Background: an optimization exercise with open tools, aiming at small area, a short achievable clock period and few clock cycles. Do not read the settings as production practice. The RTL was checked by simulation tests, not by an equivalence proof against the original design. Power and IR drop assume default switching activity.

==> flow/design.v (outline; a module is shown in full before it is edited, if it fits) <==
// module ssd_div6: 54 lines
// module ssd_sumsq: 610 lines
// module ssd_sqrt_row: 21 lines
// module step_spike_detector: 233 lines
module step_spike_detector #(
    parameter logic [12:0] SQRT_CUT = 13'b1_0100_1001_0000
) (
    input  logic        i_clk,
    input  logic        i_rst_n,
    input  logic        i_in_valid,
    output logic        o_in_ready,
    input  logic        i_in_operation,
    input  logic [12:0] i_in_accel_x,
    input  logic [12:0] i_in_accel_y,
    input  logic [12:0] i_in_accel_z,
    output logic        o_out_valid,
    input  logic        i_out_ready,
    output logic        o_out_step_detected,
    output logic [12:0] o_out_current_magnitude,
    output logic [12:0] o_out_baseline_magnitude,
    input  logic        i_cfg_we,
    input  logic [0:0]  i_cfg_idx,
    input  logic [12:0] i_cfg_data
);
  // ...
==> flow/run.sh <==
#!/bin/bash
# synth_recipe.tcl (not shown) runs the flow's synth.tcl, then flattens the netlist and writes it again
# the make line also repeats each setting of config.mk as NAME=value (left out here)
make -C /OpenROAD-flow-scripts/flow DESIGN_CONFIG=/design/flow/config.mk WORK_HOME=/design/flow/orfs CLKGATE_MAP_FILE= SYNTH_SCRIPT=/design/flow/synth_recipe.tcl finish
==> flow/config.mk <==
export PLATFORM = sky130hd
export DESIGN_NAME = step_spike_detector
export DESIGN_NICKNAME = step_spike_detector
export VERILOG_FILES = /design/flow/design.v
export SDC_FILE = /design/flow/constraint.sdc
export NUM_CORES = 4
export LEC_CHECK = 0
export CAP_MARGIN = 20
export CORE_MARGIN = 2
export CORE_UTILIZATION = 40
export SLEW_MARGIN = 20
==> flow/constraint.sdc <==
create_clock -name core_clock -period 10.0 [get_ports {i_clk}]
set_input_delay 2.0000 -clock core_clock [delete_from_list [all_inputs] [get_ports {i_clk}]]
set_output_delay 2.0000 -clock core_clock [all_outputs]
set_load 0.01 [all_outputs]
==> results_dict.tcl, run 1 <==
set metrics [dict create \
    area_delta_synth_final_pct 12.1 \
    clkCellAreaFrac 0.0583 \
    drt_total_wl_um 82400 \
    post_cts_hold_buffer_count 0 \
    route.met2.wl_um 39700 \
    worst_ep_required_time_ps 10410 \
    cts_resized 0 \
    sh_seq_area 0.469 \
    globalRouteMet1Util 0.188 \
    top_layer "met4" \
    outcome "finished clean" \
    signal_buffers 99 \
    antenna_cell_count 0 \
    crit_type "reg -> reg" \
    synthFlopType "sky130_fd_sc_hd__edfxtp_1" \
    die_y_um 340 \
    design.seq.count 826 \
    layout-drive-gt1-share 0.0584 \
    initial_antenna_violation_count 0 \
    sequentialPower_mw 4.95 \
    setup_repair_after_global_routing_missed_its_margin "false" \
    multiInputGateArea_um2 19400 \
    clkSlewWorstSetupHoldPaths_ps 60 \
    multi_input_gate_share_of_total_cell_area 0.384 \
    hpwl_um 59000 \
    cts-root-to-sink-buffers 3 \
    globalRouteTotalUtil 0.144 \
    slew_at_the_pin_with_the_worst_max_slew_slack_ps 1050 \
    synth-simple-area-share 0.102 \
]
Testbench counts, summed over its fixed seeds: cycles 8,388.
==> module ssd_sqrt_row, before the edit <==
module ssd_sqrt_row #(
    parameter int K = 0
) (
    input  logic [K:0]   i_rem,
    input  logic [12:0]  i_root,    
    input  logic [1:0]   i_bits,
    output logic [K+1:0] o_rem,
    output logic         o_fit
);
    logic [K+2:0] w_sh;
    logic [K+2:0] w_trial;
    logic [K+2:0] w_diff;
    logic         w_bo;
    always_comb begin
        w_sh    = {i_rem, i_bits};
        w_trial = (K+3)'(((16'(i_root) & 16'((1 << K) - 1)) << 2) | 16'd1);
        {w_bo, w_diff} = {1'b0, w_sh} - {1'b0, w_trial};
        o_fit   = !w_bo;
        o_rem   = o_fit ? w_diff[K+1:0] : w_sh[K+1:0];
    end
endmodule
==> module step_spike_detector, before the edit <==
module step_spike_detector #(
    parameter logic [12:0] SQRT_CUT = 13'b1_0100_1001_0000
) (
    input  logic        i_clk,
    input  logic        i_rst_n,
    input  logic        i_in_valid,
    output logic        o_in_ready,
    input  logic        i_in_operation,
    input  logic [12:0] i_in_accel_x,
    input  logic [12:0] i_in_accel_y,
    input  logic [12:0] i_in_accel_z,
    output logic        o_out_valid,
    input  logic        i_out_ready,
    output logic        o_out_step_detected,
    output logic [12:0] o_out_current_magnitude,
    output logic [12:0] o_out_baseline_magnitude,
    input  logic        i_cfg_we,
    input  logic [0:0]  i_cfg_idx,
    input  logic [12:0] i_cfg_data
);
    logic        r_rdy;         
    logic        r_t_v;         
    logic        w_adv;
    logic        w_pop;
    assign w_adv      = !r_t_v;
    assign w_pop      = o_out_valid && i_out_ready;
    assign o_in_ready = r_rdy;
    logic        r_f_v, r_f_op;
    logic [12:0] r_f_x, r_f_y, r_f_z;
    always_ff @(posedge i_clk) begin
        if (!i_rst_n) r_f_v <= 1'b0;
        else if (w_adv) r_f_v <= i_in_valid && r_rdy;
        if (w_adv) begin
            r_f_op <= i_in_operation;
            r_f_x  <= i_in_accel_x;
            r_f_y  <= i_in_accel_y;
            r_f_z  <= i_in_accel_z;
        end
    end
    logic [12:0] r_win [3][6];
    logic [14:0] r_sum [3];
    logic [2:0]  r_acnt;        
    logic [12:0] w_abs [3];
    logic [12:0] w_old [3];
    logic        w_push;
    function automatic logic [12:0] abs13(input logic [12:0] v);
        abs13 = v[12] ? 13'(~v + 13'd1) : v;
    endfunction
    always_comb begin
        w_abs[0] = abs13(r_f_x);
        w_abs[1] = abs13(r_f_y);
        w_abs[2] = abs13(r_f_z);
        for (int a = 0; a < 3; a++) w_old[a] = (r_acnt == 3'd6) ? r_win[a][5] : 13'd0;
        w_push = w_adv && r_f_v && !r_f_op;
    end
    always_ff @(posedge i_clk) begin
        if (w_push) begin
            for (int a = 0; a < 3; a++) begin
                r_win[a][0] <= w_abs[a];
                for (int i = 1; i < 6; i++) r_win[a][i] <= r_win[a][i-1];
            end
        end
        if (!i_rst_n) begin
            r_acnt <= '0;
            for (int a = 0; a < 3; a++) r_sum[a] <= '0;
        end else if (w_push) begin
            if (r_acnt != 3'd6) r_acnt <= r_acnt + 3'd1;
            for (int a = 0; a < 3; a++)
                r_sum[a] <= r_sum[a] + 15'(w_abs[a]) - 15'(w_old[a]);
        end
    end
    logic [12:0] w_mean [3];
    logic [12:0] r_m [3];
    logic        r_v1, r_e1;
    ssd_div6 u_div_x (.i_s(r_sum[0]), .o_q(w_mean[0]));
    ssd_div6 u_div_y (.i_s(r_sum[1]), .o_q(w_mean[1]));
    ssd_div6 u_div_z (.i_s(r_sum[2]), .o_q(w_mean[2]));
    always_ff @(posedge i_clk) begin
        if (!i_rst_n) r_v1 <= 1'b0;
        else if (w_adv) r_v1 <= r_f_v;
        if (w_adv) begin
            r_e1 <= r_f_op;
            for (int a = 0; a < 3; a++) r_m[a] <= w_mean[a];
        end
    end
    logic [25:0] w_sq;
    logic [25:0] r_q;
    logic        r_v2, r_e2;
    ssd_sumsq u_sq (.i_a(r_m[0]), .i_b(r_m[1]), .i_c(r_m[2]), .o_sum(w_sq));
    always_ff @(posedge i_clk) begin
        if (!i_rst_n) r_v2 <= 1'b0;
        else if (w_adv) r_v2 <= r_v1;
        if (w_adv) begin
            r_e2 <= r_e1;
            r_q  <= w_sq;
        end
    end
    logic [14*16-1:0] c_rem;
    logic [14*13-1:0] c_root;
    logic [14*26-1:0] c_q;
    logic [13:0]      c_v, c_e;
    assign c_rem[15:0]  = '0;
    assign c_root[12:0] = '0;
    assign c_q[25:0]    = r_q;
    assign c_v[0]       = r_v2;
    assign c_e[0]       = r_e2;
    for (genvar k = 0; k < 13; k++) begin : g_row
        logic [k+1:0] w_rem;
        logic         w_fit;
        logic [15:0]  n_rem;
        logic [12:0]  n_root;
        ssd_sqrt_row #(.K(k)) u_row (
            .i_rem  (c_rem[16*k +: k+1]),
            .i_root (c_root[13*k +: 13]),
            .i_bits (c_q[26*k + 24 - 2*k +: 2]),
            .o_rem  (w_rem),
            .o_fit  (w_fit)
        );
        assign n_rem  = 16'(w_rem);
        assign n_root = 13'({c_root[13*k +: 13], w_fit});
        if (SQRT_CUT[k]) begin : g_reg
            logic [15:0] r_rem;
            logic [12:0] r_root;
            logic [25:0] r_qq;
            logic        r_v, r_e;
            always_ff @(posedge i_clk) begin
                if (!i_rst_n) r_v <= 1'b0;
                else if (w_adv) r_v <= c_v[k];
                if (w_adv) begin
                    r_e    <= c_e[k];
                    r_rem  <= n_rem;
                    r_root <= n_root;
                    r_qq   <= c_q[26*k +: 26];
                end
            end
            assign c_rem[16*(k+1) +: 16]  = r_rem;
            assign c_root[13*(k+1) +: 13] = r_root;
            assign c_q[26*(k+1) +: 26]    = r_qq;
            assign c_v[k+1]               = r_v;
            assign c_e[k+1]               = r_e;
        end else begin : g_wire
            assign c_rem[16*(k+1) +: 16]  = n_rem;
            assign c_root[13*(k+1) +: 13] = n_root;
            assign c_q[26*(k+1) +: 26]    = c_q[26*k +: 26];
            assign c_v[k+1]               = c_v[k];
            assign c_e[k+1]               = c_e[k];
        end
    end
    logic [12:0] w_mag;
    logic        w_mag_v, w_mag_e, w_mpush;
    logic [12:0] r_mwin [16];
    logic [16:0] r_msum;
    logic [4:0]  r_mcnt;        
    logic [12:0] w_mold;
    logic [12:0] r_p_mag;
    logic        r_p_v, r_p_e;
    assign w_mag   = c_root[13*13 +: 13];
    assign w_mag_v = c_v[13];
    assign w_mag_e = c_e[13];
    assign w_mpush = w_adv && w_mag_v && w_mag_e;
    assign w_mold  = r_mcnt[4] ? r_mwin[15] : 13'd0;
    always_ff @(posedge i_clk) begin
        if (w_mpush) begin
            r_mwin[0] <= w_mag;
            for (int i = 1; i < 16; i++) r_mwin[i] <= r_mwin[i-1];
        end
        if (!i_rst_n) begin
            r_mcnt <= '0;
            r_msum <= '0;
            r_p_v  <= 1'b0;
        end else if (w_adv) begin
            r_p_v <= w_mag_v;
            if (w_mpush) begin
                if (!r_mcnt[4]) r_mcnt <= r_mcnt + 5'd1;
                r_msum <= r_msum + 17'(w_mag) - 17'(w_mold);
            end
        end
        if (w_adv) begin
            r_p_e   <= w_mag_e;
            r_p_mag <= w_mag;
        end
    end
    logic [12:0] r_thr;
    logic [7:0]  r_reload;
    logic [7:0]  r_cd;
    logic        r_prev_over;
    logic [12:0] w_base;
    logic        w_over, w_step;
    logic [7:0]  w_cd_dec;
    logic [26:0] w_res;
    logic [26:0] r_tail;
    logic        w_t_v_n;
    always_comb begin
        w_base   = r_msum[16:4];
        w_over   = {1'b0, r_p_mag} > ({1'b0, w_base} + {1'b0, r_thr});
        w_cd_dec = (r_cd != 8'd0) ? r_cd - 8'd1 : r_cd;
        w_step   = w_over && !r_prev_over && (w_cd_dec == 8'd0);
        w_res    = r_p_e ? {w_step, r_p_mag, w_base} : 27'd0;
        w_t_v_n  = r_t_v ? !i_out_ready : (o_out_valid && !i_out_ready && r_p_v);
    end
    always_ff @(posedge i_clk) begin
        if (!i_rst_n) begin
            r_thr       <= ssd_pkg::THR_RESET;
            r_reload    <= ssd_pkg::CD_RESET;
        end else if (i_cfg_we) begin
            if (i_cfg_idx) r_reload <= i_cfg_data[7:0];
            else           r_thr    <= i_cfg_data;
        end
        if (!i_rst_n) begin
            r_cd        <= ssd_pkg::CD_RESET;
            r_prev_over <= 1'b0;
        end else if (w_adv && r_p_v && r_p_e) begin
            r_cd        <= w_step ? r_reload : w_cd_dec;
            r_prev_over <= w_over;
        end
        if (!i_rst_n) begin
            r_t_v       <= 1'b0;
            r_rdy       <= 1'b1;
            o_out_valid <= 1'b0;
        end else begin
            r_t_v <= w_t_v_n;
            r_rdy <= !w_t_v_n;
            if (!r_t_v && !(o_out_valid && !i_out_ready)) o_out_valid <= r_p_v;
        end
        if (r_t_v) begin
            if (i_out_ready)
                {o_out_step_detected, o_out_current_magnitude, o_out_baseline_magnitude} <= r_tail;
        end else if (!(o_out_valid && !i_out_ready)) begin
            {o_out_step_detected, o_out_current_magnitude, o_out_baseline_magnitude} <= w_res;
        end
        if (!r_t_v) r_tail <= w_res;
    end
endmodule
==> run 2: changes to the inputs <==
--- a/flow/design.v
+++ b/flow/design.v
@@ -66,17 +66,18 @@
         o_q = {qd(2'd0, d[6]) == 2'd0 ? 1'b0 : 1'b1, qd(e[6], d[5]), qd(a65, d[4]),
                qd(a64, d[3]), qd(a63, d[2]), qd(a62, d[1]), qd(a61, d[0])};
     end
 endmodule
 module ssd_sumsq (
     input  logic [12:0] i_a,
     input  logic [12:0] i_b,
     input  logic [12:0] i_c,
-    output logic [25:0] o_sum
+    output logic [25:0] o_r0,
+    output logic [25:0] o_r1
 );
     logic pa_0_1, pa_0_2, pa_0_3, pa_0_4, pa_0_5, pa_0_6, pa_0_7, pa_0_8, pa_0_9, pa_0_10, pa_0_11, pa_1_2, pa_1_3, pa_1_4, pa_1_5, pa_1_6, pa_1_7, pa_1_8, pa_1_9, pa_1_10, pa_1_11, pa_2_3, pa_2_4, pa_2_5, pa_2_6, pa_2_7, pa_2_8, pa_2_9, pa_2_10, pa_2_11, pa_3_4, pa_3_5, pa_3_6, pa_3_7, pa_3_8, pa_3_9, pa_3_10, pa_3_11, pa_4_5, pa_4_6, pa_4_7, pa_4_8, pa_4_9, pa_4_10, pa_4_11, pa_5_6, pa_5_7, pa_5_8, pa_5_9, pa_5_10, pa_5_11, pa_6_7, pa_6_8, pa_6_9, pa_6_10, pa_6_11, pa_7_8, pa_7_9, pa_7_10, pa_7_11, pa_8_9, pa_8_10, pa_8_11, pa_9_10, pa_9_11, pa_10_11, pb_0_1, pb_0_2, pb_0_3, pb_0_4, pb_0_5, pb_0_6, pb_0_7, pb_0_8, pb_0_9, pb_0_10, pb_0_11, pb_1_2, pb_1_3, pb_1_4, pb_1_5, pb_1_6, pb_1_7, pb_1_8, pb_1_9, pb_1_10, pb_1_11, pb_2_3, pb_2_4, pb_2_5, pb_2_6, pb_2_7, pb_2_8, pb_2_9, pb_2_10, pb_2_11, pb_3_4, pb_3_5, pb_3_6, pb_3_7, pb_3_8, pb_3_9, pb_3_10, pb_3_11, pb_4_5, pb_4_6, pb_4_7, pb_4_8, pb_4_9, pb_4_10, pb_4_11, pb_5_6, pb_5_7, pb_5_8, pb_5_9, pb_5_10, pb_5_11, pb_6_7, pb_6_8, pb_6_9, pb_6_10, pb_6_11, pb_7_8, pb_7_9, pb_7_10, pb_7_11, pb_8_9, pb_8_10, pb_8_11, pb_9_10, pb_9_11, pb_10_11, pc_0_1, pc_0_2, pc_0_3, pc_0_4, pc_0_5, pc_0_6, pc_0_7, pc_0_8, pc_0_9, pc_0_10, pc_0_11, pc_1_2, pc_1_3, pc_1_4, pc_1_5, pc_1_6, pc_1_7, pc_1_8, pc_1_9, pc_1_10, pc_1_11, pc_2_3, pc_2_4, pc_2_5, pc_2_6, pc_2_7, pc_2_8, pc_2_9, pc_2_10, pc_2_11, pc_3_4, pc_3_5, pc_3_6, pc_3_7, pc_3_8, pc_3_9, pc_3_10, pc_3_11, pc_4_5, pc_4_6, pc_4_7, pc_4_8, pc_4_9, pc_4_10, pc_4_11, pc_5_6, pc_5_7, pc_5_8, pc_5_9, pc_5_10, pc_5_11, pc_6_7, pc_6_8, pc_6_9, pc_6_10, pc_6_11, pc_7_8, pc_7_9, pc_7_10, pc_7_11, pc_8_9, pc_8_10, pc_8_11, pc_9_10, pc_9_11, pc_10_11, s0, c0, s1, c1, s2, c2, s3, c3, s4, c4, s5, c5, s6, c6, s7, c7, s8, c8, s9, c9, s10, c10, s11, c11, s12, c12, s13, c13, s14, c14, s15, c15, s16, c16, s17, c17, s18, c18, s19, c19, s20, c20, s21, c21, s22, c22, s23, c23, s24, c24, s25, c25, s26, c26, s27, c27, s28, c28, s29, c29, s30, c30, s31, c31, s32, c32, s33, c33, s34, c34, s35, c35, s36, c36, s37, c37, s38, c38, s39, c39, s40, c40, s41, c41, s42, c42, s43, c43, s44, c44, s45, c45, s46, c46, s47, c47, s48, c48, s49, c49, s50, c50, s51, c51, s52, c52, s53, c53, s54, c54, s55, c55, s56, c56, s57, c57, s58, c58, s59, c59, s60, c60, s61, c61, s62, c62, s63, c63, s64, c64, s65, c65, s66, c66, s67, c67, s68, c68, s69, c69, s70, c70, s71, c71, s72, c72, s73, c73, s74, c74, s75, c75, s76, c76, s77, c77, s78, c78, s79, c79, s80, c80, s81, c81, s82, c82, s83, c83, s84, c84, s85, c85, s86, c86, s87, c87, s88, c88, s89, c89, s90, c90, s91, c91, s92, c92, s93, c93, s94, c94, s95, c95, s96, c96, s97, c97, s98, c98, s99, c99, s100, c100, s101, c101, s102, c102, s103, c103, s104, c104, s105, c105, s106, c106, s107, c107, s108, c108, s109, c109, s110, c110, s111, c111, s112, c112, s113, c113, s114, c114, s115, c115, s116, c116, s117, c117, s118, c118, s119, c119, s120, c120, s121, c121, s122, c122, s123, c123, s124, c124, s125, c125, s126, c126, s127, c127, s128, c128, s129, c129, s130, c130, s131, c131, s132, c132, s133, c133, s134, c134, s135, c135, s136, c136, s137, c137, s138, c138, s139, c139, s140, c140, s141, c141, s142, c142, s143, c143, s144, c144, s145, c145, s146, c146, s147, c147, s148, c148, s149, c149, s150, c150, s151, c151, s152, c152, s153, c153, s154, c154, s155, c155, s156, c156, s157, c157, s158, c158, s159, c159, s160, c160, s161, c161, s162, c162, s163, c163, s164, c164, s165, c165, s166, c166, s167, c167, s168, c168, s169, c169, s170, c170, s171, c171, s172, c172, s173, c173, s174, c174, s175, c175, s176, c176, s177, c177, s178, c178, s179, c179, s180, c180, s181, c181, s182, c182, s183, c183, s184, c184, s185, c185, s186, c186, s187, c187, s188, c188, s189, c189, s190, c190, s191, c191, s192, c192, s193, c193, s194, c194, s195, c195, s196, c196, s197, c197, s198, c198, s199, c199;
     logic [25:0] w_r0, w_r1;
     assign pa_0_1 = i_a[0] & i_a[1];
     assign pa_0_2 = i_a[0] & i_a[2];
     assign pa_0_3 = i_a[0] & i_a[3];
     assign pa_0_4 = i_a[0] & i_a[4];
     assign pa_0_5 = i_a[0] & i_a[5];
@@ -670,42 +671,308 @@
     assign s197 = c152 ^ s175 ^ c174;
     assign c197 = (c152 & s175) | (c152 & c174) | (s175 & c174);
     assign s198 = c153 ^ c154 ^ c175;
     assign c198 = (c153 & c154) | (c153 & c175) | (c154 & c175);
     assign s199 = i_a[12] ^ i_b[12] ^ i_c[12];
     assign c199 = (i_a[12] & i_b[12]) | (i_a[12] & i_c[12]) | (i_b[12] & i_c[12]);
     assign w_r0 = {c199, s199, s198, s197, s196, s195, s194, s193, s192, s191, s190, s189, s188, s187, s186, s185, s184, s183, s182, s181, s180, s179, s178, s155, c176, i_c[0]};
     assign w_r1 = {1'b0, c198, c197, c196, c195, c194, c193, c192, c191, c190, c189, c188, c187, c186, c185, c184, c183, c182, c181, c180, c179, c178, c177, s177, 1'b0, s176};
-    assign o_sum = w_r0 + w_r1;
+    assign o_r0 = w_r0;
+    assign o_r1 = w_r1;
+endmodule
+module ssd_sqrt_top4 (
+    input  logic [7:0] i_x,
+    output logic [3:0] o_q,
+    output logic [4:0] o_rem
+);
+    logic [8:0] o_qr;
+    always_comb begin
+        case (i_x)
+            8'd0: o_qr = {4'd0, 5'd0};
+            8'd1: o_qr = {4'd1, 5'd0};
+            8'd2: o_qr = {4'd1, 5'd1};
+            8'd3: o_qr = {4'd1, 5'd2};
+            8'd4: o_qr = {4'd2, 5'd0};
+            8'd5: o_qr = {4'd2, 5'd1};
+            8'd6: o_qr = {4'd2, 5'd2};
+            8'd7: o_qr = {4'd2, 5'd3};
+            8'd8: o_qr = {4'd2, 5'd4};
+            8'd9: o_qr = {4'd3, 5'd0};
+            8'd10: o_qr = {4'd3, 5'd1};
+            8'd11: o_qr = {4'd3, 5'd2};
+            8'd12: o_qr = {4'd3, 5'd3};
+            8'd13: o_qr = {4'd3, 5'd4};
+            8'd14: o_qr = {4'd3, 5'd5};
+            8'd15: o_qr = {4'd3, 5'd6};
+            8'd16: o_qr = {4'd4, 5'd0};
+            8'd17: o_qr = {4'd4, 5'd1};
+            8'd18: o_qr = {4'd4, 5'd2};
+            8'd19: o_qr = {4'd4, 5'd3};
+            8'd20: o_qr = {4'd4, 5'd4};
+            8'd21: o_qr = {4'd4, 5'd5};
+            8'd22: o_qr = {4'd4, 5'd6};
+            8'd23: o_qr = {4'd4, 5'd7};
+            8'd24: o_qr = {4'd4, 5'd8};
+            8'd25: o_qr = {4'd5, 5'd0};
+            8'd26: o_qr = {4'd5, 5'd1};
+            8'd27: o_qr = {4'd5, 5'd2};
+            8'd28: o_qr = {4'd5, 5'd3};
+            8'd29: o_qr = {4'd5, 5'd4};
+            8'd30: o_qr = {4'd5, 5'd5};
+            8'd31: o_qr = {4'd5, 5'd6};
+            8'd32: o_qr = {4'd5, 5'd7};
+            8'd33: o_qr = {4'd5, 5'd8};
+            8'd34: o_qr = {4'd5, 5'd9};
+            8'd35: o_qr = {4'd5, 5'd10};
+            8'd36: o_qr = {4'd6, 5'd0};
+            8'd37: o_qr = {4'd6, 5'd1};
+            8'd38: o_qr = {4'd6, 5'd2};
+            8'd39: o_qr = {4'd6, 5'd3};
+            8'd40: o_qr = {4'd6, 5'd4};
+            8'd41: o_qr = {4'd6, 5'd5};
+            8'd42: o_qr = {4'd6, 5'd6};
+            8'd43: o_qr = {4'd6, 5'd7};
+            8'd44: o_qr = {4'd6, 5'd8};
+            8'd45: o_qr = {4'd6, 5'd9};
+            8'd46: o_qr = {4'd6, 5'd10};
+            8'd47: o_qr = {4'd6, 5'd11};
+            8'd48: o_qr = {4'd6, 5'd12};
+            8'd49: o_qr = {4'd7, 5'd0};
+            8'd50: o_qr = {4'd7, 5'd1};
+            8'd51: o_qr = {4'd7, 5'd2};
+            8'd52: o_qr = {4'd7, 5'd3};
+            8'd53: o_qr = {4'd7, 5'd4};
+            8'd54: o_qr = {4'd7, 5'd5};
+            8'd55: o_qr = {4'd7, 5'd6};
+            8'd56: o_qr = {4'd7, 5'd7};
+            8'd57: o_qr = {4'd7, 5'd8};
+            8'd58: o_qr = {4'd7, 5'd9};
+            8'd59: o_qr = {4'd7, 5'd10};
+            8'd60: o_qr = {4'd7, 5'd11};
+            8'd61: o_qr = {4'd7, 5'd12};
+            8'd62: o_qr = {4'd7, 5'd13};
+            8'd63: o_qr = {4'd7, 5'd14};
+            8'd64: o_qr = {4'd8, 5'd0};
+            8'd65: o_qr = {4'd8, 5'd1};
+            8'd66: o_qr = {4'd8, 5'd2};
+            8'd67: o_qr = {4'd8, 5'd3};
+            8'd68: o_qr = {4'd8, 5'd4};
+            8'd69: o_qr = {4'd8, 5'd5};
+            8'd70: o_qr = {4'd8, 5'd6};
+            8'd71: o_qr = {4'd8, 5'd7};
+            8'd72: o_qr = {4'd8, 5'd8};
+            8'd73: o_qr = {4'd8, 5'd9};
+            8'd74: o_qr = {4'd8, 5'd10};
+            8'd75: o_qr = {4'd8, 5'd11};
+            8'd76: o_qr = {4'd8, 5'd12};
+            8'd77: o_qr = {4'd8, 5'd13};
+            8'd78: o_qr = {4'd8, 5'd14};
+            8'd79: o_qr = {4'd8, 5'd15};
+            8'd80: o_qr = {4'd8, 5'd16};
+            8'd81: o_qr = {4'd9, 5'd0};
+            8'd82: o_qr = {4'd9, 5'd1};
+            8'd83: o_qr = {4'd9, 5'd2};
+            8'd84: o_qr = {4'd9, 5'd3};
+            8'd85: o_qr = {4'd9, 5'd4};
+            8'd86: o_qr = {4'd9, 5'd5};
+            8'd87: o_qr = {4'd9, 5'd6};
+            8'd88: o_qr = {4'd9, 5'd7};
+            8'd89: o_qr = {4'd9, 5'd8};
+            8'd90: o_qr = {4'd9, 5'd9};
+            8'd91: o_qr = {4'd9, 5'd10};
+            8'd92: o_qr = {4'd9, 5'd11};
+            8'd93: o_qr = {4'd9, 5'd12};
+            8'd94: o_qr = {4'd9, 5'd13};
+            8'd95: o_qr = {4'd9, 5'd14};
+            8'd96: o_qr = {4'd9, 5'd15};
+            8'd97: o_qr = {4'd9, 5'd16};
+            8'd98: o_qr = {4'd9, 5'd17};
+            8'd99: o_qr = {4'd9, 5'd18};
+            8'd100: o_qr = {4'd10, 5'd0};
+            8'd101: o_qr = {4'd10, 5'd1};
+            8'd102: o_qr = {4'd10, 5'd2};
+            8'd103: o_qr = {4'd10, 5'd3};
+            8'd104: o_qr = {4'd10, 5'd4};
+            8'd105: o_qr = {4'd10, 5'd5};
+            8'd106: o_qr = {4'd10, 5'd6};
+            8'd107: o_qr = {4'd10, 5'd7};
+            8'd108: o_qr = {4'd10, 5'd8};
+            8'd109: o_qr = {4'd10, 5'd9};
+            8'd110: o_qr = {4'd10, 5'd10};
+            8'd111: o_qr = {4'd10, 5'd11};
+            8'd112: o_qr = {4'd10, 5'd12};
+            8'd113: o_qr = {4'd10, 5'd13};
+            8'd114: o_qr = {4'd10, 5'd14};
+            8'd115: o_qr = {4'd10, 5'd15};
+            8'd116: o_qr = {4'd10, 5'd16};
+            8'd117: o_qr = {4'd10, 5'd17};
+            8'd118: o_qr = {4'd10, 5'd18};
+            8'd119: o_qr = {4'd10, 5'd19};
+            8'd120: o_qr = {4'd10, 5'd20};
+            8'd121: o_qr = {4'd11, 5'd0};
+            8'd122: o_qr = {4'd11, 5'd1};
+            8'd123: o_qr = {4'd11, 5'd2};
+            8'd124: o_qr = {4'd11, 5'd3};
+            8'd125: o_qr = {4'd11, 5'd4};
+            8'd126: o_qr = {4'd11, 5'd5};
+            8'd127: o_qr = {4'd11, 5'd6};
+            8'd128: o_qr = {4'd11, 5'd7};
+            8'd129: o_qr = {4'd11, 5'd8};
+            8'd130: o_qr = {4'd11, 5'd9};
+            8'd131: o_qr = {4'd11, 5'd10};
+            8'd132: o_qr = {4'd11, 5'd11};
+            8'd133: o_qr = {4'd11, 5'd12};
+            8'd134: o_qr = {4'd11, 5'd13};
+            8'd135: o_qr = {4'd11, 5'd14};
+            8'd136: o_qr = {4'd11, 5'd15};
+            8'd137: o_qr = {4'd11, 5'd16};
+            8'd138: o_qr = {4'd11, 5'd17};
+            8'd139: o_qr = {4'd11, 5'd18};
+            8'd140: o_qr = {4'd11, 5'd19};
+            8'd141: o_qr = {4'd11, 5'd20};
+            8'd142: o_qr = {4'd11, 5'd21};
+            8'd143: o_qr = {4'd11, 5'd22};
+            8'd144: o_qr = {4'd12, 5'd0};
+            8'd145: o_qr = {4'd12, 5'd1};
+            8'd146: o_qr = {4'd12, 5'd2};
+            8'd147: o_qr = {4'd12, 5'd3};
+            8'd148: o_qr = {4'd12, 5'd4};
+            8'd149: o_qr = {4'd12, 5'd5};
+            8'd150: o_qr = {4'd12, 5'd6};
+            8'd151: o_qr = {4'd12, 5'd7};
+            8'd152: o_qr = {4'd12, 5'd8};
+            8'd153: o_qr = {4'd12, 5'd9};
+            8'd154: o_qr = {4'd12, 5'd10};
+            8'd155: o_qr = {4'd12, 5'd11};
+            8'd156: o_qr = {4'd12, 5'd12};
+            8'd157: o_qr = {4'd12, 5'd13};
+            8'd158: o_qr = {4'd12, 5'd14};
+            8'd159: o_qr = {4'd12, 5'd15};
+            8'd160: o_qr = {4'd12, 5'd16};
+            8'd161: o_qr = {4'd12, 5'd17};
+            8'd162: o_qr = {4'd12, 5'd18};
+            8'd163: o_qr = {4'd12, 5'd19};
+            8'd164: o_qr = {4'd12, 5'd20};
+            8'd165: o_qr = {4'd12, 5'd21};
+            8'd166: o_qr = {4'd12, 5'd22};
+            8'd167: o_qr = {4'd12, 5'd23};
+            8'd168: o_qr = {4'd12, 5'd24};
+            8'd169: o_qr = {4'd13, 5'd0};
+            8'd170: o_qr = {4'd13, 5'd1};
+            8'd171: o_qr = {4'd13, 5'd2};
+            8'd172: o_qr = {4'd13, 5'd3};
+            8'd173: o_qr = {4'd13, 5'd4};
+            8'd174: o_qr = {4'd13, 5'd5};
+            8'd175: o_qr = {4'd13, 5'd6};
+            8'd176: o_qr = {4'd13, 5'd7};
+            8'd177: o_qr = {4'd13, 5'd8};
+            8'd178: o_qr = {4'd13, 5'd9};
+            8'd179: o_qr = {4'd13, 5'd10};
+            8'd180: o_qr = {4'd13, 5'd11};
+            8'd181: o_qr = {4'd13, 5'd12};
+            8'd182: o_qr = {4'd13, 5'd13};
+            8'd183: o_qr = {4'd13, 5'd14};
+            8'd184: o_qr = {4'd13, 5'd15};
+            8'd185: o_qr = {4'd13, 5'd16};
+            8'd186: o_qr = {4'd13, 5'd17};
+            8'd187: o_qr = {4'd13, 5'd18};
+            8'd188: o_qr = {4'd13, 5'd19};
+            8'd189: o_qr = {4'd13, 5'd20};
+            8'd190: o_qr = {4'd13, 5'd21};
+            8'd191: o_qr = {4'd13, 5'd22};
+            8'd192: o_qr = {4'd13, 5'd23};
+            8'd193: o_qr = {4'd13, 5'd24};
+            8'd194: o_qr = {4'd13, 5'd25};
+            8'd195: o_qr = {4'd13, 5'd26};
+            8'd196: o_qr = {4'd14, 5'd0};
+            8'd197: o_qr = {4'd14, 5'd1};
+            8'd198: o_qr = {4'd14, 5'd2};
+            8'd199: o_qr = {4'd14, 5'd3};
+            8'd200: o_qr = {4'd14, 5'd4};
+            8'd201: o_qr = {4'd14, 5'd5};
+            8'd202: o_qr = {4'd14, 5'd6};
+            8'd203: o_qr = {4'd14, 5'd7};
+            8'd204: o_qr = {4'd14, 5'd8};
+            8'd205: o_qr = {4'd14, 5'd9};
+            8'd206: o_qr = {4'd14, 5'd10};
+            8'd207: o_qr = {4'd14, 5'd11};
+            8'd208: o_qr = {4'd14, 5'd12};
+            8'd209: o_qr = {4'd14, 5'd13};
+            8'd210: o_qr = {4'd14, 5'd14};
+            8'd211: o_qr = {4'd14, 5'd15};
+            8'd212: o_qr = {4'd14, 5'd16};
+            8'd213: o_qr = {4'd14, 5'd17};
+            8'd214: o_qr = {4'd14, 5'd18};
+            8'd215: o_qr = {4'd14, 5'd19};
+            8'd216: o_qr = {4'd14, 5'd20};
+            8'd217: o_qr = {4'd14, 5'd21};
+            8'd218: o_qr = {4'd14, 5'd22};
+            8'd219: o_qr = {4'd14, 5'd23};
+            8'd220: o_qr = {4'd14, 5'd24};
+            8'd221: o_qr = {4'd14, 5'd25};
+            8'd222: o_qr = {4'd14, 5'd26};
+            8'd223: o_qr = {4'd14, 5'd27};
+            8'd224: o_qr = {4'd14, 5'd28};
+            8'd225: o_qr = {4'd15, 5'd0};
+            8'd226: o_qr = {4'd15, 5'd1};
+            8'd227: o_qr = {4'd15, 5'd2};
+            8'd228: o_qr = {4'd15, 5'd3};
+            8'd229: o_qr = {4'd15, 5'd4};
+            8'd230: o_qr = {4'd15, 5'd5};
+            8'd231: o_qr = {4'd15, 5'd6};
+            8'd232: o_qr = {4'd15, 5'd7};
+            8'd233: o_qr = {4'd15, 5'd8};
+            8'd234: o_qr = {4'd15, 5'd9};
+            8'd235: o_qr = {4'd15, 5'd10};
+            8'd236: o_qr = {4'd15, 5'd11};
+            8'd237: o_qr = {4'd15, 5'd12};
+            8'd238: o_qr = {4'd15, 5'd13};
+            8'd239: o_qr = {4'd15, 5'd14};
+            8'd240: o_qr = {4'd15, 5'd15};
+            8'd241: o_qr = {4'd15, 5'd16};
+            8'd242: o_qr = {4'd15, 5'd17};
+            8'd243: o_qr = {4'd15, 5'd18};
+            8'd244: o_qr = {4'd15, 5'd19};
+            8'd245: o_qr = {4'd15, 5'd20};
+            8'd246: o_qr = {4'd15, 5'd21};
+            8'd247: o_qr = {4'd15, 5'd22};
+            8'd248: o_qr = {4'd15, 5'd23};
+            8'd249: o_qr = {4'd15, 5'd24};
+            8'd250: o_qr = {4'd15, 5'd25};
+            8'd251: o_qr = {4'd15, 5'd26};
+            8'd252: o_qr = {4'd15, 5'd27};
+            8'd253: o_qr = {4'd15, 5'd28};
+            8'd254: o_qr = {4'd15, 5'd29};
+            8'd255: o_qr = {4'd15, 5'd30};
+            default: o_qr = 9'd0;
+        endcase
+    end
+    assign o_q   = o_qr[8:5];
+    assign o_rem = o_qr[4:0];
 endmodule
 module ssd_sqrt_row #(
-    parameter int K = 0
+    parameter int W = 8
 ) (
-    input  logic [K:0]   i_rem,
-    input  logic [12:0]  i_root,    
+    input  logic [W-3:0] i_rem,
+    input  logic [W-5:0] i_root,
     input  logic [1:0]   i_bits,
-    output logic [K+1:0] o_rem,
-    output logic         o_fit
+    output logic [W-2:0] o_rem,
+    output logic         o_pos
 );
-    logic [K+2:0] w_sh;
-    logic [K+2:0] w_trial;
-    logic [K+2:0] w_diff;
-    logic         w_bo;
+    logic         w_pos;
+    logic [W-1:0] w_sum;
     always_comb begin
-        w_sh    = {i_rem, i_bits};
-        w_trial = (K+3)'(((16'(i_root) & 16'((1 << K) - 1)) << 2) | 16'd1);
-        {w_bo, w_diff} = {1'b0, w_sh} - {1'b0, w_trial};
-        o_fit   = !w_bo;
-        o_rem   = o_fit ? w_diff[K+1:0] : w_sh[K+1:0];
+        w_pos = !i_rem[W-3];
+        w_sum = {i_rem, i_bits} + {w_pos, w_pos, i_root ^ {(W-4){w_pos}}, 2'b11};
+        o_rem = w_sum[W-2:0];
+        o_pos = !w_sum[W-2];
     end
 endmodule
-module step_spike_detector #(
-    parameter logic [12:0] SQRT_CUT = 13'b1_0100_1001_0000
-) (
+module step_spike_detector (
     input  logic        i_clk,
     input  logic        i_rst_n,
     input  logic        i_in_valid,
     output logic        o_in_ready,
     input  logic        i_in_operation,
     input  logic [12:0] i_in_accel_x,
     input  logic [12:0] i_in_accel_y,
     input  logic [12:0] i_in_accel_z,
@@ -713,219 +980,256 @@
     input  logic        i_out_ready,
     output logic        o_out_step_detected,
     output logic [12:0] o_out_current_magnitude,
     output logic [12:0] o_out_baseline_magnitude,
     input  logic        i_cfg_we,
     input  logic [0:0]  i_cfg_idx,
     input  logic [12:0] i_cfg_data
 );
-    logic        r_rdy;         
-    logic        r_t_v;         
-    logic        w_adv;
-    logic        w_pop;
+    localparam int NT = 15;         
+    logic          r_rdy;           
+    logic          r_t_v;           
+    logic          w_adv;           
+    logic          w_hz;            
+    logic          w_fadv;          
+    logic          w_acc;
+    logic [NT:1]   r_tv, r_te;      
+    logic          r_f_v, r_f_op;
+    logic [12:0]   r_f_abs [3];
     assign w_adv      = !r_t_v;
-    assign w_pop      = o_out_valid && i_out_ready;
+    assign w_hz       = r_f_v && r_f_op && r_tv[1] && r_te[1];
+    assign w_fadv     = w_adv && !w_hz;
+    assign w_acc      = i_in_valid && r_rdy;
     assign o_in_ready = r_rdy;
-    logic        r_f_v, r_f_op;
-    logic [12:0] r_f_x, r_f_y, r_f_z;
+    function automatic logic is_ev(input int j);
+        is_ev = r_tv[j] && r_te[j];
+    endfunction
+    function automatic logic [12:0] abs13(input logic [12:0] v);
+        abs13 = v[12] ? 13'(~v + 13'd1) : v;
+    endfunction
     always_ff @(posedge i_clk) begin
         if (!i_rst_n) r_f_v <= 1'b0;
-        else if (w_adv) r_f_v <= i_in_valid && r_rdy;
-        if (w_adv) begin
-            r_f_op <= i_in_operation;
-            r_f_x  <= i_in_accel_x;
-            r_f_y  <= i_in_accel_y;
-            r_f_z  <= i_in_accel_z;
+        else if (w_fadv) r_f_v <= w_acc;
+        if (w_fadv) begin
+            r_f_op     <= i_in_operation;
+            r_f_abs[0] <= abs13(i_in_accel_x);
+            r_f_abs[1] <= abs13(i_in_accel_y);
+            r_f_abs[2] <= abs13(i_in_accel_z);
         end
+        if (!i_rst_n) r_tv <= '0;
+        else if (w_adv) r_tv <= {r_tv[NT-1:1], r_f_v && !w_hz};
+        if (w_adv) r_te <= {r_te[NT-1:1], r_f_op};
     end
     logic [12:0] r_win [3][6];
     logic [14:0] r_sum [3];
     logic [2:0]  r_acnt;        
-    logic [12:0] w_abs [3];
-    logic [12:0] w_old [3];
+    logic        r_afull;       
+    logic [14:0] w_old [3];
+    logic [14:0] w_cs_s [3], w_cs_c [3];
     logic        w_push;
-    function automatic logic [12:0] abs13(input logic [12:0] v);
-        abs13 = v[12] ? 13'(~v + 13'd1) : v;
-    endfunction
     always_comb begin
-        w_abs[0] = abs13(r_f_x);
-        w_abs[1] = abs13(r_f_y);
-        w_abs[2] = abs13(r_f_z);
-        for (int a = 0; a < 3; a++) w_old[a] = (r_acnt == 3'd6) ? r_win[a][5] : 13'd0;
-        w_push = w_adv && r_f_v && !r_f_op;
+        w_push = w_fadv && r_f_v && !r_f_op;
+        for (int a = 0; a < 3; a++) begin
+            w_old[a]  = ~(r_afull ? 15'(r_win[a][5]) : 15'd0);
+            w_cs_s[a] = r_sum[a] ^ 15'(r_f_abs[a]) ^ w_old[a];
+            w_cs_c[a] = {(r_sum[a][13:0] & 14'(r_f_abs[a])) | (r_sum[a][13:0] & w_old[a][13:0])
+                         | (14'(r_f_abs[a]) & w_old[a][13:0]), 1'b1};
+        end
     end
     always_ff @(posedge i_clk) begin
         if (w_push) begin
             for (int a = 0; a < 3; a++) begin
-                r_win[a][0] <= w_abs[a];
+                r_win[a][0] <= r_f_abs[a];
                 for (int i = 1; i < 6; i++) r_win[a][i] <= r_win[a][i-1];
             end
         end
         if (!i_rst_n) begin
-            r_acnt <= '0;
+            r_acnt  <= '0;
+            r_afull <= 1'b0;
             for (int a = 0; a < 3; a++) r_sum[a] <= '0;
         end else if (w_push) begin
-            if (r_acnt != 3'd6) r_acnt <= r_acnt + 3'd1;
-            for (int a = 0; a < 3; a++)
-                r_sum[a] <= r_sum[a] + 15'(w_abs[a]) - 15'(w_old[a]);
+            if (!r_afull) r_acnt <= r_acnt + 3'd1;
+            if (r_acnt == 3'd5) r_afull <= 1'b1;
+            for (int a = 0; a < 3; a++) r_sum[a] <= w_cs_s[a] + w_cs_c[a];
         end
     end
     logic [12:0] w_mean [3];
     logic [12:0] r_m [3];
-    logic        r_v1, r_e1;
     ssd_div6 u_div_x (.i_s(r_sum[0]), .o_q(w_mean[0]));
     ssd_div6 u_div_y (.i_s(r_sum[1]), .o_q(w_mean[1]));
     ssd_div6 u_div_z (.i_s(r_sum[2]), .o_q(w_mean[2]));
     always_ff @(posedge i_clk) begin
-        if (!i_rst_n) r_v1 <= 1'b0;
-        else if (w_adv) r_v1 <= r_f_v;
+        for (int a = 0; a < 3; a++) r_m[a] <= w_mean[a];
+    end
+    logic [25:0] w_r0, w_r1;
+    logic [25:0] r_r0, r_r1;
+    ssd_sumsq u_sq (.i_a(r_m[0]), .i_b(r_m[1]), .i_c(r_m[2]), .o_r0(w_r0), .o_r1(w_r1));
+    always_ff @(posedge i_clk) begin
         if (w_adv) begin
-            r_e1 <= r_f_op;
-            for (int a = 0; a < 3; a++) r_m[a] <= w_mean[a];
+            r_r0 <= w_r0;
+            r_r1 <= w_r1;
         end
     end
-    logic [25:0] w_sq;
-    logic [25:0] r_q;
-    logic        r_v2, r_e2;
-    ssd_sumsq u_sq (.i_a(r_m[0]), .i_b(r_m[1]), .i_c(r_m[2]), .o_sum(w_sq));
+    logic [25:0] w_q;
+    logic [3:0]  w_q4;
+    logic [4:0]  w_rem4;
+    logic [5:0]  r_rem3;
+    logic [3:0]  r_root3;
+    logic [17:0] r_qlo3;
+    assign w_q = r_r0 + r_r1;
+    ssd_sqrt_top4 u_top4 (.i_x(w_q[25:18]), .o_q(w_q4), .o_rem(w_rem4));
     always_ff @(posedge i_clk) begin
-        if (!i_rst_n) r_v2 <= 1'b0;
-        else if (w_adv) r_v2 <= r_v1;
         if (w_adv) begin
-            r_e2 <= r_e1;
-            r_q  <= w_sq;
+            r_rem3  <= {1'b0, w_rem4};
+            r_root3 <= w_q4;
+            r_qlo3  <= w_q[17:0];
         end
     end
-    logic [14*16-1:0] c_rem;
-    logic [14*13-1:0] c_root;
-    logic [14*26-1:0] c_q;
-    logic [13:0]      c_v, c_e;
-    assign c_rem[15:0]  = '0;
-    assign c_root[12:0] = '0;
-    assign c_q[25:0]    = r_q;
-    assign c_v[0]       = r_v2;
-    assign c_e[0]       = r_e2;
-    for (genvar k = 0; k < 13; k++) begin : g_row
-        logic [k+1:0] w_rem;
-        logic         w_fit;
-        logic [15:0]  n_rem;
-        logic [12:0]  n_root;
-        ssd_sqrt_row #(.K(k)) u_row (
-            .i_rem  (c_rem[16*k +: k+1]),
-            .i_root (c_root[13*k +: 13]),
-            .i_bits (c_q[26*k + 24 - 2*k +: 2]),
+    logic [5*20-1:0] c_rem;      
+    logic [5*13-1:0] c_root;
+    logic [5*18-1:0] c_q;
+    assign c_rem[19:0]  = 20'(signed'(r_rem3));
+    assign c_root[12:0] = 13'(r_root3);
+    assign c_q[17:0]    = r_qlo3;
+    for (genvar k = 1; k <= 4; k++) begin : g_slot
+        localparam int K  = 2 * k + 2;
+        localparam int WQ = 2 * (13 - K);
+        logic [K+2:0]  r_rem;
+        logic [K:0]    r_root;
+        logic [WQ-1:0] r_q;
+        logic          w_ph1;
+        logic [K+3:0]  w_rem;
+        logic          w_pos;
+        assign w_ph1 = is_ev(2 * k + 3);
+        ssd_sqrt_row #(.W(K + 5)) u_row (
+            .i_rem  (r_rem),
+            .i_root (r_root),
+            .i_bits (w_ph1 ? r_q[WQ-3 -: 2] : r_q[WQ-1 -: 2]),
             .o_rem  (w_rem),
-            .o_fit  (w_fit)
+            .o_pos  (w_pos)
         );
-        assign n_rem  = 16'(w_rem);
-        assign n_root = 13'({c_root[13*k +: 13], w_fit});
-        if (SQRT_CUT[k]) begin : g_reg
-            logic [15:0] r_rem;
-            logic [12:0] r_root;
-            logic [25:0] r_qq;
-            logic        r_v, r_e;
-            always_ff @(posedge i_clk) begin
-                if (!i_rst_n) r_v <= 1'b0;
-                else if (w_adv) r_v <= c_v[k];
-                if (w_adv) begin
-                    r_e    <= c_e[k];
-                    r_rem  <= n_rem;
-                    r_root <= n_root;
-                    r_qq   <= c_q[26*k +: 26];
+        always_ff @(posedge i_clk) begin
+            if (w_adv) begin
+                if (is_ev(2 * k + 2)) begin
+                    r_rem  <= w_rem[K+2:0];
+                    r_root <= {r_root[K-1:0], w_pos};
+                end else begin
+                    r_rem  <= (K+3)'(signed'(c_rem[20*(k-1) +: K+2]));
+                    r_root <= (K+1)'(c_root[13*(k-1) +: K]);
+                    r_q    <= c_q[18*(k-1) +: WQ];
                 end
             end
-            assign c_rem[16*(k+1) +: 16]  = r_rem;
-            assign c_root[13*(k+1) +: 13] = r_root;
-            assign c_q[26*(k+1) +: 26]    = r_qq;
-            assign c_v[k+1]               = r_v;
-            assign c_e[k+1]               = r_e;
-        end else begin : g_wire
-            assign c_rem[16*(k+1) +: 16]  = n_rem;
-            assign c_root[13*(k+1) +: 13] = n_root;
-            assign c_q[26*(k+1) +: 26]    = c_q[26*k +: 26];
-            assign c_v[k+1]               = c_v[k];
-            assign c_e[k+1]               = c_e[k];
+        end
+        assign c_rem[20*k +: 20]  = 20'(signed'(w_rem));
+        assign c_root[13*k +: 13] = 13'({r_root, w_pos});
+        assign c_q[18*k +: 18]    = 18'(r_q[WQ-5:0]);
+    end
+    logic [13:0] r_rem12;
+    logic [11:0] r_root12;
+    logic [1:0]  r_q12;
+    logic [14:0] w_rem13;
+    logic        w_pos13;
+    logic [12:0] r_mg;
+    always_ff @(posedge i_clk) begin
+        if (w_adv) begin
+            r_rem12  <= c_rem[20*4 +: 14];
+            r_root12 <= c_root[13*4 +: 12];
+            r_q12    <= c_q[18*4 +: 2];
         end
     end
-    logic [12:0] w_mag;
-    logic        w_mag_v, w_mag_e, w_mpush;
+    ssd_sqrt_row #(.W(16)) u_row12 (
+        .i_rem  (r_rem12),
+        .i_root (r_root12),
+        .i_bits (r_q12),
+        .o_rem  (w_rem13),
+        .o_pos  (w_pos13)
+    );
+    always_ff @(posedge i_clk) begin
+        if (w_adv) r_mg <= {r_root12, w_pos13};
+    end
     logic [12:0] r_mwin [16];
     logic [16:0] r_msum;
-    logic [4:0]  r_mcnt;        
-    logic [12:0] w_mold;
+    logic [3:0]  r_mcnt;        
+    logic        r_mfull;       
+    logic [16:0] w_mold, w_ms_s, w_ms_c;
+    logic        w_mpush;
     logic [12:0] r_p_mag;
-    logic        r_p_v, r_p_e;
-    assign w_mag   = c_root[13*13 +: 13];
-    assign w_mag_v = c_v[13];
-    assign w_mag_e = c_e[13];
-    assign w_mpush = w_adv && w_mag_v && w_mag_e;
-    assign w_mold  = r_mcnt[4] ? r_mwin[15] : 13'd0;
+    always_comb begin
+        w_mpush = w_adv && is_ev(13);
+        w_mold  = ~(r_mfull ? 17'(r_mwin[15]) : 17'd0);
+        w_ms_s  = r_msum ^ 17'(r_mg) ^ w_mold;
+        w_ms_c  = {(r_msum[15:0] & 16'(r_mg)) | (r_msum[15:0] & w_mold[15:0])
+                   | (16'(r_mg) & w_mold[15:0]), 1'b1};
+    end
     always_ff @(posedge i_clk) begin
         if (w_mpush) begin
-            r_mwin[0] <= w_mag;
+            r_mwin[0] <= r_mg;
             for (int i = 1; i < 16; i++) r_mwin[i] <= r_mwin[i-1];
+            r_p_mag <= r_mg;
         end
         if (!i_rst_n) begin
-            r_mcnt <= '0;
-            r_msum <= '0;
-            r_p_v  <= 1'b0;
-        end else if (w_adv) begin
-            r_p_v <= w_mag_v;
-            if (w_mpush) begin
-                if (!r_mcnt[4]) r_mcnt <= r_mcnt + 5'd1;
-                r_msum <= r_msum + 17'(w_mag) - 17'(w_mold);
-            end
-        end
-        if (w_adv) begin
-            r_p_e   <= w_mag_e;
-            r_p_mag <= w_mag;
+            r_mcnt  <= '0;
+            r_mfull <= 1'b0;
+            r_msum  <= '0;
+        end else if (w_mpush) begin
+            r_mcnt <= r_mcnt + 4'd1;
+            if (r_mcnt == 4'd15) r_mfull <= 1'b1;
+            r_msum <= w_ms_s + w_ms_c;
         end
     end
     logic [12:0] r_thr;
     logic [7:0]  r_reload;
     logic [7:0]  r_cd;
     logic        r_prev_over;
+    logic        r_over;
     logic [12:0] w_base;
-    logic        w_over, w_step;
+    logic [14:0] w_cmp;
+    logic        w_step;
     logic [7:0]  w_cd_dec;
     logic [26:0] w_res;
     logic [26:0] r_tail;
     logic        w_t_v_n;
+    logic        w_f_v_n, w_f_op_n, w_tv1_n, w_te1_n;
     always_comb begin
         w_base   = r_msum[16:4];
-        w_over   = {1'b0, r_p_mag} > ({1'b0, w_base} + {1'b0, r_thr});
+        w_cmp    = {2'b00, r_p_mag} + {2'b00, ~w_base} + {2'b00, ~r_thr} + 15'd1;
         w_cd_dec = (r_cd != 8'd0) ? r_cd - 8'd1 : r_cd;
-        w_step   = w_over && !r_prev_over && (w_cd_dec == 8'd0);
-        w_res    = r_p_e ? {w_step, r_p_mag, w_base} : 27'd0;
-        w_t_v_n  = r_t_v ? !i_out_ready : (o_out_valid && !i_out_ready && r_p_v);
+        w_step   = r_over && !r_prev_over && (w_cd_dec == 8'd0);
+        w_res    = r_te[15] ? {w_step, r_p_mag, w_base} : 27'd0;
+        w_t_v_n  = r_t_v ? !i_out_ready : (o_out_valid && !i_out_ready && r_tv[15]);
+        w_f_v_n  = w_fadv ? w_acc : r_f_v;
+        w_f_op_n = w_fadv ? i_in_operation : r_f_op;
+        w_tv1_n  = w_adv ? (r_f_v && !w_hz) : r_tv[1];
+        w_te1_n  = w_adv ? r_f_op : r_te[1];
     end
     always_ff @(posedge i_clk) begin
+        if (w_adv && is_ev(14)) r_over <= w_cmp[14];
         if (!i_rst_n) begin
-            r_thr       <= ssd_pkg::THR_RESET;
-            r_reload    <= ssd_pkg::CD_RESET;
+            r_thr    <= ssd_pkg::THR_RESET;
+            r_reload <= ssd_pkg::CD_RESET;
         end else if (i_cfg_we) begin
-            if (i_cfg_idx) r_reload <= i_cfg_data[7:0];
-            else           r_thr    <= i_cfg_data;
+            if (i_cfg_idx[0]) r_reload <= i_cfg_data[7:0];
+            else              r_thr    <= i_cfg_data;
         end
         if (!i_rst_n) begin
             r_cd        <= ssd_pkg::CD_RESET;
             r_prev_over <= 1'b0;
-        end else if (w_adv && r_p_v && r_p_e) begin
+        end else if (w_adv && is_ev(15)) begin
             r_cd        <= w_step ? r_reload : w_cd_dec;
-            r_prev_over <= w_over;
+            r_prev_over <= r_over;
         end
         if (!i_rst_n) begin
             r_t_v       <= 1'b0;
             r_rdy       <= 1'b1;
             o_out_valid <= 1'b0;
         end else begin
             r_t_v <= w_t_v_n;
-            r_rdy <= !w_t_v_n;
-            if (!r_t_v && !(o_out_valid && !i_out_ready)) o_out_valid <= r_p_v;
+            r_rdy <= !w_t_v_n && !(w_f_v_n && w_f_op_n && w_tv1_n && w_te1_n);
+            if (!r_t_v && !(o_out_valid && !i_out_ready)) o_out_valid <= r_tv[15];
         end
         if (r_t_v) begin
             if (i_out_ready)
                 {o_out_step_detected, o_out_current_magnitude, o_out_baseline_magnitude} <= r_tail;
         end else if (!(o_out_valid && !i_out_ready)) begin
             {o_out_step_detected, o_out_current_magnitude, o_out_baseline_magnitude} <= w_res;
         end
         if (!r_t_v) r_tail <= w_res;
==> results_dict.tcl, run 2 <==
set metrics [dict create \
    routed_wire_length_per_instance_um 15.9 \
    cts_buffers 96 \
    drtPass1Iterations 5 \
    slew_violations 0 \
    worst_ep_required_time_ps 10540 \
    synth-edff-count 789 \
    crit_arrival_ps 4780 \
    crit_path_end_kind "flop" \
    hold_path.class "reg -> reg" \
    register_area_um2 26900 \
    crit_type "reg -> reg" \
    worst_ir_drop_vdd_mv 0.171 \
    avgViaCountPerCell 4.87 \
    num_io_pins 88 \
    cts_num_sinks 949 \
    tns_ps 0 \
    total_leakage_power_nw 21.1 \
    die_area_um2 125000 \
    synth.net_count 4445 \
    largest_registers "r_win x234, r_mwin x208, g_slot.r_q x48" \
    setup_repair_after_global_routing_missed_its_margin "false" \
    synthesis.yosys.warnings 27 \
    post_cts_hold_buffer_count 0 \
    layout.nets 4517 \
    maxCapViolations 0 \
    cell_types_occupying_the_most_area_after_synthesis "sky130_fd_sc_hd__edfxtp_1, sky130_fd_sc_hd__fa_1, sky130_fd_sc_hd__dfxtp_1" \
    cell_count_final_fillers_out 5674 \
    buffer_ports.inserted 87 \
    slew_at_the_pin_with_the_worst_max_slew_slack_ps 1050 \
    finalCriticalPeriod_ps 4230 \
    clock_tree.htree_level_count 3 \
    mostFrequentLayoutCells "sky130_fd_sc_hd__edfxtp_1, sky130_fd_sc_hd__inv_1, sky130_fd_sc_hd__nand2_1, sky130_fd_sc_hd__and2_1, sky130_fd_sc_hd__ha_1" \
    slew_headroom 0.301 \
    clock_insertion_delay_worst_skew_ps 720 \
    totalPowerFinal_mw 13.4 \
    power_density_nw_per_um2 244 \
    timing.final.hold_violations 0 \
    post_synthesis_cell_type_count 85 \
    layout-drive-gt1-share 0.0684 \
    grt_first_pass_wirelength_um 148000 \
    multiInputGateArea_um2 19900 \
    drc_errors 0 \
    cts_resized 0 \
    die_y_um 354 \
    fin_skew_ps 52.5 \
    min_period_over_period 0.423 \
    drt_total_wl_um 90200 \
    outcome "finished clean" \
    gpl.final_weighted_congestion 0.792 \
    synth_common_cells "sky130_fd_sc_hd__edfxtp_1, sky130_fd_sc_hd__inv_1, sky130_fd_sc_hd__nand2_1" \
    via_total_after_detailed_routing 27700 \
    synthFlopType "sky130_fd_sc_hd__edfxtp_1" \
    cts_tree "yes" \
    mostFrequentLayoutCell "sky130_fd_sc_hd__edfxtp_1" \
    critPathLaunchType "flop" \
    globalRouteTotalUtil 0.145 \
    dp.cells 5494 \
    postSynthAreaPerCell_um2 12.6 \
    cts-root-to-sink-buffers 3 \
    area_delta_synth_final_pct 12.2 \
    num_rows 128 \
    initial_antenna_violation_count 0 \
    yosys.cell_count.top_type "sky130_fd_sc_hd__edfxtp_1" \
    hpwl_um 63300 \
    die_w_um 354 \
    timing.final.setup_violations 0 \
    synth_largest_type_area_fraction 0.485 \
    layout_filler_cell_count 11000 \
    clock-root-buffer "sky130_fd_sc_hd__clkbuf_16" \
    netlist_area_um2 48900 \
    starting_density_of_the_core 0.402 \
    largest_register "r_win" \
    cts_setup_buffers 0 \
    synth_area_leader_cell "sky130_fd_sc_hd__edfxtp_1" \
    grt-ovfl-total 0 \
    synth.ff_latch_count 949 \
    core_area_um2 122000 \
    largest_register_ff_count 234 \
    synthArstFlopShare 0 \
    syn-instance-count 3895 \
    antenna_cell_count 0 \
    first_global_vias 27900 \
    final_antenna_net_count 0 \
    fmaxAchievable_mhz 236 \
    worstPathMaxFanout 28 \
    first_iter_violations 1518 \
    grt_start_max_net_pins 131 \
    synth.yosys.seq_area_share 0.550 \
    clkSlewWorstSetupHoldPaths_ps 60 \
]
-- run 2: path summary, 6_finish.rpt --
path,start,endpoint,slack (ps),depth (start not counted)
min,r_qlo3[10],g_slot[1].r_q[10],370,0
max reg2reg,r_afull,r_sum[0][14],5770,16
max,r_afull,r_sum[0][14],5770,16
min reg2reg,r_qlo3[10],g_slot[1].r_q[10],370,0
-- run 2: per-layer routing --
| layer | share of wire | GRT usage | vias to the layer above | wire [um] |
|---|---|---|---|---|
| li1 | - | - | 13600 | - |
| met3 | 0.031 | 0.0242 | 135 | 2820 |
| met5 | 0 | 0 | - | 0 |
| met4 | 0.022 | 0.0375 | 0 | 1990 |
| met2 | 0.48 | 0.250 | 348 | 43700 |
| met1 | 0.46 | 0.191 | 13600 | 41600 |
-- run 2: per-stage QoR --
stage                     worst slack, ps  instance area, um2  utilization  hold slack (ps)
after floorplan                      1760               48900            -              400
after global placement               5790               51500        0.424              400
after detailed placement             5730               51500        0.424              405
after CTS                            5690               54900        0.451              366
after global routing                 5450               54900        0.451              392
final                                5770               54900        0.451              374
-- run 2: logic make-up (layout without fill, tap and decap cells) --
kind of cell,Yosys count,after routing,synth area share
DFF,949,949,0.550
AOI/OAI and AO/OA,578,578,0.0760
and+or+nand+nor,978,978,0.103
muxes,134,134,0.0292
buffers and inverters,563,717,0.0435
xor gates and xnor gates,200,200,0.0361
adders and majority gates,493,493,0.163
-- run 2: area by class of cell --
class	count	area share
clock buffers	125	0.0484
inverters	432	0.0300
well taps	1625	0.0371
clock inverters	55	0.0131
flip-flops and latches	949	0.490
multi-input cells	2383	0.363
repair buffers	105	0.0184
-- run 2: critical path, stage by stage, from the launching register on --
cell and delay [ps]:
sky130_fd_sc_hd__dfxtp_1 430, sky130_fd_sc_hd__buf_4 280, sky130_fd_sc_hd__and2_1 190, sky130_fd_sc_hd__fa_1 590, sky130_fd_sc_hd__inv_1 70, sky130_fd_sc_hd__fa_1 410, sky130_fd_sc_hd__a21o_1 180, sky130_fd_sc_hd__a21oi_1 200
sky130_fd_sc_hd__o21ai_0 120, sky130_fd_sc_hd__a21oi_1 220, sky130_fd_sc_hd__nor2b_1 70, sky130_fd_sc_hd__o21a_1 180, sky130_fd_sc_hd__o31a_1 260, sky130_fd_sc_hd__o41ai_1 400, sky130_fd_sc_hd__o21ai_0 210, sky130_fd_sc_hd__nand4b_1 140
sky130_fd_sc_hd__o221ai_1 130
-- run 2: power by group --
part           total (mW)  switching (mW)  internal [mW]
combinational        4.17            2.32           1.84
clock                3.76            1.58           2.18
sequential           5.45           0.433           5.01
total                13.4            4.33           9.04
Testbench counts of run 2, summed over its fixed seeds: cycles 8,452.

-- static timing again, ports no longer ideal --
No port has a modelled driver above. Below, the same layouts with a new extraction and two added sets of constraints. Step 1 (the two cells are an assumption about what drives the block):
set clk [get_ports {i_clk}]
set_driving_cell -lib_cell sky130_fd_sc_hd__clkbuf_16 $clk
set_driving_cell -lib_cell sky130_fd_sc_hd__buf_2 [delete_from_list [all_inputs] $clk]
Step 2 moves the port delays by t, midway between the first and last clock arrival at a register: inputs arrive t later, outputs are due t later. That takes back most of the time a late clock gives input paths. a / b / c = ideal / step 1 / step 2; a / b = the first two.
| run | t (ns) | setup slack, ns | worst setup path at the end | worst register clock-pin slew, ns | worst data-port slew with drivers (ns) |
|---|---|---|---|---|---|
| run 1 | 0.722 | 3.370 / 3.370 / 3.370 | register to register | 0.06 / 0.06 | 0.05 |
| run 2 | 0.759 | 5.767 / 5.767 / 5.767 | register to register | 0.07 / 0.07 | 0.07 |
After both steps setup and hold are still met in every run listed.
